Source: an optimization exercise on an open RTL-to-GDS flow (aim: small area). Production flows keep margins and buffers that such runs may drop.
For this run, only the layout was checked, not whether the RTL still works.

## design/flow/config.mk

```make
export PLATFORM = sky130hd
export DESIGN_NAME = ffe_lms_adapt
export DESIGN_NICKNAME = ffe_lms_adapt
export VERILOG_FILES = /design/flow/design.v
export SDC_FILE = /design/flow/constraint.sdc
export NUM_CORES = 4
export LEC_CHECK = 0
export CAP_MARGIN = 20
export CORE_MARGIN = 2
export CORE_UTILIZATION = 40
export SLEW_MARGIN = 20
```

## design/flow/constraint.sdc

```tcl
create_clock -name core_clock -period 12.0 [get_ports {i_clk}]
set_input_delay 2.4000 -clock core_clock [delete_from_list [all_inputs] [get_ports {i_clk}]]
set_output_delay 2.4000 -clock core_clock [all_outputs]
set_load 0.01 [all_outputs]
```

## design/flow/design.v

```verilog
package ffe_pkg;
    localparam int FRAC_BITS    = 7;
    localparam int PAM2_POS     = 128;
    localparam int PAM2_NEG     = -128;
    localparam int MU_TRAIN_DEF = 6;
    localparam int MU_TRACK_DEF = 9;
    typedef enum logic [1:0] {
        ST_INIT  = 2'd0,
        ST_TRAIN = 2'd1,
        ST_TRACK = 2'd2,
        ST_HOLD  = 2'd3
    } lms_state_t;
endpackage
module lms_tap_update
#(
    parameter int IN_BW    = 11,
    parameter int OUT_BW   = 9,
    parameter int COEF_BW  = 9,
    parameter int ACC_EXT  = 8,
    parameter int MU_TRAIN = ffe_pkg::MU_TRAIN_DEF,
    parameter int MU_TRACK = ffe_pkg::MU_TRACK_DEF,
    parameter bit INIT_ONE = 1'b0
) (
    input  logic                      i_clk,
    input  logic                      i_rst,
    input  logic                      i_restart,
    input  logic                      i_upd,
    input  logic                      i_train,
    input  logic signed [OUT_BW:0]    i_err,
    input  logic signed [IN_BW-1:0]   i_x,
    output logic        [COEF_BW-1:0] o_coef
);
    localparam int ACC_BW  = COEF_BW + ACC_EXT;
    localparam int PROD_BW = OUT_BW + 1 + IN_BW;
    localparam int D_BW    = PROD_BW + 1;
    localparam int SUM_BW  = ((D_BW > ACC_BW) ? D_BW : ACC_BW) + 1;
    localparam logic signed [ACC_BW-1:0]  ACC_INIT = INIT_ONE ? ACC_BW'(ffe_pkg::PAM2_POS << ACC_EXT) : '0;
    localparam logic signed [ACC_BW-1:0]  ACC_MAX  = {1'b0, {(ACC_BW-1){1'b1}}};
    localparam logic signed [ACC_BW-1:0]  ACC_MIN  = {1'b1, {(ACC_BW-1){1'b0}}};
    localparam logic signed [SUM_BW-1:0]  SUM_MAX  = SUM_BW'(ACC_MAX);
    localparam logic signed [SUM_BW-1:0]  SUM_MIN  = SUM_BW'(ACC_MIN);
    localparam logic        [COEF_BW-1:0] COEF_INIT = ACC_INIT[ACC_BW-1:ACC_EXT];
    logic signed [ACC_BW-1:0]  acc_q, acc_nxt;
    logic        [COEF_BW-1:0] coef_q;
    logic signed [D_BW-1:0]    d;
    logic signed [SUM_BW-1:0]  acc_ext, d_ext, sum;
    logic signed [PROD_BW-1:0] prod;
    logic signed [D_BW-1:0]    prod2;
    assign prod  = PROD_BW'(i_err) * PROD_BW'(i_x);
    assign prod2 = {prod, 1'b0};
    assign d     = i_train ? (prod2 >>> MU_TRAIN) : (prod2 >>> MU_TRACK);
    assign acc_ext = SUM_BW'(acc_q);
    assign d_ext   = SUM_BW'(d);
    assign sum     = acc_ext + d_ext;
    always_comb begin
        acc_nxt = sum[ACC_BW-1:0];
        if (sum > SUM_MAX) begin
            acc_nxt = ACC_MAX;
        end else if (sum < SUM_MIN) begin
            acc_nxt = ACC_MIN;
        end
    end
    always_ff @(posedge i_clk or posedge i_rst) begin
        if (i_rst) begin
            acc_q  <= ACC_INIT;
            coef_q <= COEF_INIT;
        end else if (i_restart) begin
            acc_q  <= ACC_INIT;
            coef_q <= COEF_INIT;
        end else begin
            if (i_upd) begin
                acc_q <= acc_nxt;
            end
            coef_q <= acc_q[ACC_BW-1:ACC_EXT];
        end
    end
    assign o_coef = coef_q;
endmodule
module ffe_lms_adapt
#(
    parameter int IN_BW      = 11,
    parameter int OUT_BW     = 9,
    parameter int COEF_BW    = 9,
    parameter int N_COEF     = 7,
    parameter int ACC_EXT    = 8,
    parameter int MU_TRAIN   = ffe_pkg::MU_TRAIN_DEF,
    parameter int MU_TRACK   = ffe_pkg::MU_TRACK_DEF,
    parameter int TRAIN_LEN  = 1024,
    parameter int CENTER_TAP = 3
) (
    input  logic                       i_clk,
    input  logic                       i_rst,
    input  logic                       i_en,
    input  logic [IN_BW-1:0]           i_data,
    input  logic [OUT_BW-1:0]          i_ffe_out,
    input  logic                       i_adapt_en,
    input  logic                       i_restart,
    output logic [COEF_BW*N_COEF-1:0]  o_coefs,
    output logic [OUT_BW:0]            o_error,
    output logic [1:0]                 o_state,
    output logic                       o_trained
);
    localparam int CNT_BW = $clog2(TRAIN_LEN + 1);
    localparam logic signed [OUT_BW:0] SYM_POS = (OUT_BW+1)'(ffe_pkg::PAM2_POS);
    localparam logic signed [OUT_BW:0] SYM_NEG = (OUT_BW+1)'(ffe_pkg::PAM2_NEG);
    ffe_pkg::lms_state_t state_q, state_d;
    logic [CNT_BW-1:0]        train_cnt_q;
    logic                     trained_q;
    logic signed [IN_BW-1:0]  dly_q  [1:N_COEF-1];
    logic signed [IN_BW-1:0]  taps   [N_COEF];
    logic signed [IN_BW-1:0]  snap_q [N_COEF];
    logic                     v1_q;
    logic                     train_mode_q;
    logic signed [OUT_BW:0]   err_q, err_d, ffe_ext, sym;
    logic                     capture, cnt_done;
    always_comb begin
        taps[0] = $signed(i_data);
        for (int unsigned k = 1; k < N_COEF; k++) begin
            taps[k] = dly_q[k];
        end
    end
    always_ff @(posedge i_clk or posedge i_rst) begin
        if (i_rst) begin
            for (int unsigned k = 1; k < N_COEF; k++) begin
                dly_q[k] <= '0;
            end
        end else if (i_en) begin
            dly_q[1] <= $signed(i_data);
            for (int unsigned k = 2; k < N_COEF; k++) begin
                dly_q[k] <= dly_q[k-1];
            end
        end
    end
    assign ffe_ext = (OUT_BW+1)'($signed(i_ffe_out));
    assign sym     = i_ffe_out[OUT_BW-1] ? SYM_NEG : SYM_POS;
    assign err_d   = sym - ffe_ext;
    assign capture  = i_en && i_adapt_en && !i_restart && ((state_q == ffe_pkg::ST_TRAIN) || (state_q == ffe_pkg::ST_TRACK));
    assign cnt_done = v1_q && !trained_q && (train_cnt_q == CNT_BW'(TRAIN_LEN - 1));
    always_comb begin
        state_d = state_q;
        case (state_q)
            ffe_pkg::ST_INIT:  state_d = i_adapt_en ? ffe_pkg::ST_TRAIN : ffe_pkg::ST_HOLD;
            ffe_pkg::ST_TRAIN: begin
                if (!i_adapt_en) begin
                    state_d = ffe_pkg::ST_HOLD;
                end else if (cnt_done) begin
                    state_d = ffe_pkg::ST_TRACK;
                end
            end
            ffe_pkg::ST_TRACK: begin
                if (!i_adapt_en) begin
                    state_d = ffe_pkg::ST_HOLD;
                end
            end
            ffe_pkg::ST_HOLD: begin
                if (i_adapt_en) begin
                    state_d = (trained_q || cnt_done) ? ffe_pkg::ST_TRACK : ffe_pkg::ST_TRAIN;
                end
            end
            default:  state_d = ffe_pkg::ST_INIT;
        endcase
        if (i_restart) begin
            state_d = ffe_pkg::ST_INIT;
        end
    end
    always_ff @(posedge i_clk or posedge i_rst) begin
        if (i_rst) begin
            state_q <= ffe_pkg::ST_INIT;
        end else begin
            state_q <= state_d;
        end
    end
    always_ff @(posedge i_clk or posedge i_rst) begin
        if (i_rst) begin
            train_cnt_q <= '0;
            trained_q   <= 1'b0;
        end else if (i_restart) begin
            train_cnt_q <= '0;
            trained_q   <= 1'b0;
        end else if (v1_q && !trained_q) begin
            train_cnt_q <= train_cnt_q + 1'b1;
            if (cnt_done) begin
                trained_q <= 1'b1;
            end
        end
    end
    always_ff @(posedge i_clk or posedge i_rst) begin
        if (i_rst) begin
            v1_q         <= 1'b0;
            train_mode_q <= 1'b0;
            err_q        <= '0;
            for (int unsigned k = 0; k < N_COEF; k++) begin
                snap_q[k] <= '0;
            end
        end else begin
            v1_q <= capture;
            if (capture) begin
                err_q        <= err_d;
                train_mode_q <= (state_q == ffe_pkg::ST_TRAIN);
                for (int unsigned k = 0; k < N_COEF; k++) begin
                    snap_q[k] <= taps[k];
                end
            end
        end
    end
    for (genvar k = 0; k < N_COEF; k++) begin : g_tap
        lms_tap_update #(
            .IN_BW    (IN_BW),
            .OUT_BW   (OUT_BW),
            .COEF_BW  (COEF_BW),
            .ACC_EXT  (ACC_EXT),
            .MU_TRAIN (MU_TRAIN),
            .MU_TRACK (MU_TRACK),
            .INIT_ONE (k == CENTER_TAP)
        ) u_tap (
            .i_clk     (i_clk),
            .i_rst     (i_rst),
            .i_restart (i_restart),
            .i_upd     (v1_q),
            .i_train   (train_mode_q),
            .i_err     (err_q),
            .i_x       (snap_q[k]),
            .o_coef    (o_coefs[COEF_BW*k +: COEF_BW])
        );
    end
    assign o_error   = err_q;
    assign o_state   = state_q;
    assign o_trained = trained_q;
endmodule
```

## design/flow/run.sh

```bash
#!/bin/bash
# synth_recipe.tcl (not shown) runs the flow's synth.tcl, then flattens the netlist and writes it again
# the make line also repeats each setting of config.mk as NAME=value (left out here)
make -C /OpenROAD-flow-scripts/flow DESIGN_CONFIG=/design/flow/config.mk WORK_HOME=/design/flow/orfs CLKGATE_MAP_FILE= SYNTH_SCRIPT=/design/flow/synth_recipe.tcl finish
```

==> impl_metrics.toml <==
[cts]
clock_latency_ns = 0.64
post_cts_buffers = 0
cts_tree = "done"
cts_made_buffers = 47
clkSlewWorstSetupHoldPaths_ns = 0.06
root_buffer = "clkbuf_16"
cts-resized-gates = 0
clock_sinks = 351
cts_max_level = 2
cts_buffer_depth = 3
postCtsHoldBufs = 0

[sta]
slew_viol_final = 0
final-setup-viol-count = 0
period_needed_ns = 9.22
rsz0062_at_grt = "no"
period_share_pct = 76.8
finalWorstSetupSlack_ns = 2.78
finClkSkew_ns = 0.0308
slew_headroom_pct = 32.9
tightest_slew_ns = 1.01
final.setup.tns_ns = 0
max_freq_mhz = 109
hold_viol = 0

[run]
maxCapViolations = 0

[die]
core_area_mm2 = 0.122
start_util_pct = 40.4
ios = 101
dieArea_mm2 = 0.126
dieHeight_um = 356
die_x_um = 356
rows = 128

[drt]
postRouteAntennaNets = 0
drtIter0Drc = 1858
wl_per_cell_um = 16.9
drc = 0
wirelength_um = 121000
via_per_inst = 5.07
dr.pass1.iters = 5
via_count = 36100

[synthesis]
synth-xor-area-share_pct = 4.48
yosys.area.top_type = "fa_1"
ys_seq_area_share_pct = 17.8
ys_ff_latch = 351
netlist.area_leader.share_pct = 28.1
synth_edf_count = 0
synth-adder-area-share_pct = 40.2
syn_inst = 5512
synthMuxAreaShare_pct = 2.73
ys_types = 91
synth.area.top_cells = "fa_1, dfrtp_1, ha_1, inv_1, nand2_1"
synth_ff_type = "dfrtp_1"
avgSynthCellArea_um2 = 8.97
synth_fp_nets = 6705
yosysWarnings = 9
netlist_area_mm2 = 0.0494
synth_compound_area_share_pct = 9.47
async_flop_share_pct = 100
synthSimpleGateAreaFrac_pct = 15.7
synth_top_family_by_area = "adder cells"

[worst_setup_path]
slowest_delay_ns = 0.97
cp.arrival_ns = 9.79
r2r-start = "err_q[6]$_DFFE_PP0P_"
reg2reg_slack_ns = 2.78
path_common_cell = "fa_1"
reg2regPathDepth = 26
critical_path.max_fanout = 42
path_class = "flop to flop"
slowest_stage = "dfrtp_2"
worst-endpoint-required_ns = 12.57
worstSetupStartpointType = "flop"
end_kind = "flop"
crit-reg2reg-capture = "g_tap[3].u_tap.acc_q[0]$_DFFE_PP0P_"

[placed_design]
portBuffers = 99
post-place-ws_ns = 2.91
dp.cells = 7028
post-dp-hpwl_um = 92000
place.gp.congestion = 0.855

[layout]
regArea_mm2 = 0.00880
area_growth_syn_to_layout_pct = 8.26
fillers = 11900
fin_nets = 6645
n_antenna_cell = 0
finalNonFillerCells = 7114
final_layout_size_suffix_gt1_share_pct = 4.94
multi_input_area_mm2 = 0.0359

[global_route]
grt_pass1_vias = 37700
grtUsageTotal_pct = 19.7
antenna_found_initial = 2
grt_pass1_wl_um = 201000
gr-total-overflow = 0
grt_max_degree = 172

[min_path]
hp-class = "flop to flop"
hold-path-endpoint = "snap_q[6][7]$_DFFE_PP0P_"
min_from = "dly_q[6][7]$_DFFE_PP0P_"
holdPathStages = 2

[outcome]
outcome = "timing/DRC/antenna clean"
logic make-up after synthesis:
logic type,Yosys count
AOI/OAI and AO/OA,689
DFF,351
muxes,123
xor gates and xnor gates,253
adders and majority gates,1172
buffers and inverters,1259
and+or+nand+nor,1665
worst max-delay path: cells and delay by family (launching register included):
| family | cells | cell delay [ns] |
|---|---|---|
| DFF | 1 | 0.97 |
| xor gates and xnor gates | 1 | 0.54 |
| buffers and inverters | 4 | 0.78 |
| adders and majority gates | 7 | 3.20 |
| AOI/OAI and AO/OA | 10 | 3.08 |
| and+or+nand+nor | 4 | 0.53 |
synthesized netlist by cell type (all sizes together), types with 10 or more instances:
cell	instances
inv	1009
nand2	830
fa	693
ha	475
dfrtp	349
and2	302
clkbuf	232
nor2	207
xnor2	182
o21ai	169
a21oi	149
mux2	96
nor2b	88
xor2	71
a21o	63
nand2b	52
nand3	45
nor3	37
a211oi	34
o21a	34
o211ai	29
mux2i	27
a221o	23
and3	23
nand4	23
or3	22
a211o	19
o21bai	19
a31oi	18
buf	18
o31ai	16
a21boi	12
a22oi	12
a311oi	10
flip-flops by register name, indices dropped and copies added (netlist names):
signal,flops
dly_q,66
err_q,10
g_tap.u_tap.acc_q,119
g_tap.u_tap.coef_q,63
snap_q,77
state_q,2
train_cnt_q,11
train_mode_q,1
trained_q,1
v1_q,1
layout make-up:
class	count	area share, %
clock buffer	62	2.45
inverter	1009	7.09
sequential	351	16.5
multi-input combinational	3902	67.1
timing repair buffer	141	2.49
tap	1625	3.80
clock inverter	24	0.599
stage by stage:
step	area (um^2)	util, %	hold WS (ns)
floorplan	49400	-	0.435
global placement	51800	42.4	0.457
detailed placement	51800	42.4	0.456
CTS	53500	43.8	0.463
global route	53500	43.8	0.486
finish	53500	43.8	0.461
worst max path at each step:
stage	cells after the start	startpoint	slack [ns]	to
global route	26	err_q[6]$_DFFE_PP0P_	2.27	g_tap[3].u_tap.acc_q[0]$_DFFE_PP0P_
global placement	26	err_q[6]$_DFFE_PP0P_	2.98	g_tap[3].u_tap.acc_q[9]$_DFFE_PP0P_
floorplan	29	err_q[2]$_DFFE_PP0P_	4.15	g_tap[4].u_tap.acc_q[14]$_DFFE_PP0P_
detailed placement	26	err_q[6]$_DFFE_PP0P_	2.91	g_tap[3].u_tap.acc_q[11]$_DFFE_PP0P_
CTS	26	err_q[6]$_DFFE_PP0P_	2.90	g_tap[3].u_tap.acc_q[11]$_DFFE_PP0P_
finish	26	err_q[6]$_DFFE_PP0P_	2.78	g_tap[3].u_tap.acc_q[0]$_DFFE_PP0P_
placed cells by master, fill, tap and decap left out, drive strengths merged, types with 44 or more instances in the layout:
cell and n:
dfrtp 349, fa 693, clkbuf 62, inv 1012, and2 302, xnor2 182, nand2 830, buf 44
nand3 45, nand2b 52, nor2 207, xor2 71, mux2 96, a21oi 149, o21ai 169, clkdlybuf4s50 97
nor2b 88, a21o 63, ha 475
layer usage:
metal	vias up	wire (um)	global-route usage, %
met1	18200	59000	28.3
met5	-	7	0
met3	115	4510	2.19
met4	2	2470	4.25
met2	550	54500	32.0
li1	17200	-	-

-- re-timing with driven ports --
How much do the figures lean on ideal ports? The routed layout below was timed once more, with nothing changed but the port constraints.
Step 1, drivers: a clkbuf_16 drives i_clk and a buf_2 each remaining input, both assumed.
Step 2, shift: input delay + t, output delay - t, t = (earliest + latest rising clock arrival at the registers) / 2. This alone moves slack from input paths to output paths.
a / b / c = ideal ports / drivers / drivers and shift; a / b = the first two.
shift t [ns]: 0.691
setup slack, ns: 2.785 / 2.785 / 2.785
worst setup path at the end: register to register
worst data-port slew with drivers (ns): 0.07
pins driven straight from the clock port: 1
After both steps setup and hold are still met in this run. For this run, drivers alone change the setup slack by 0.000 ns; drivers and shift together by 0.000 ns.
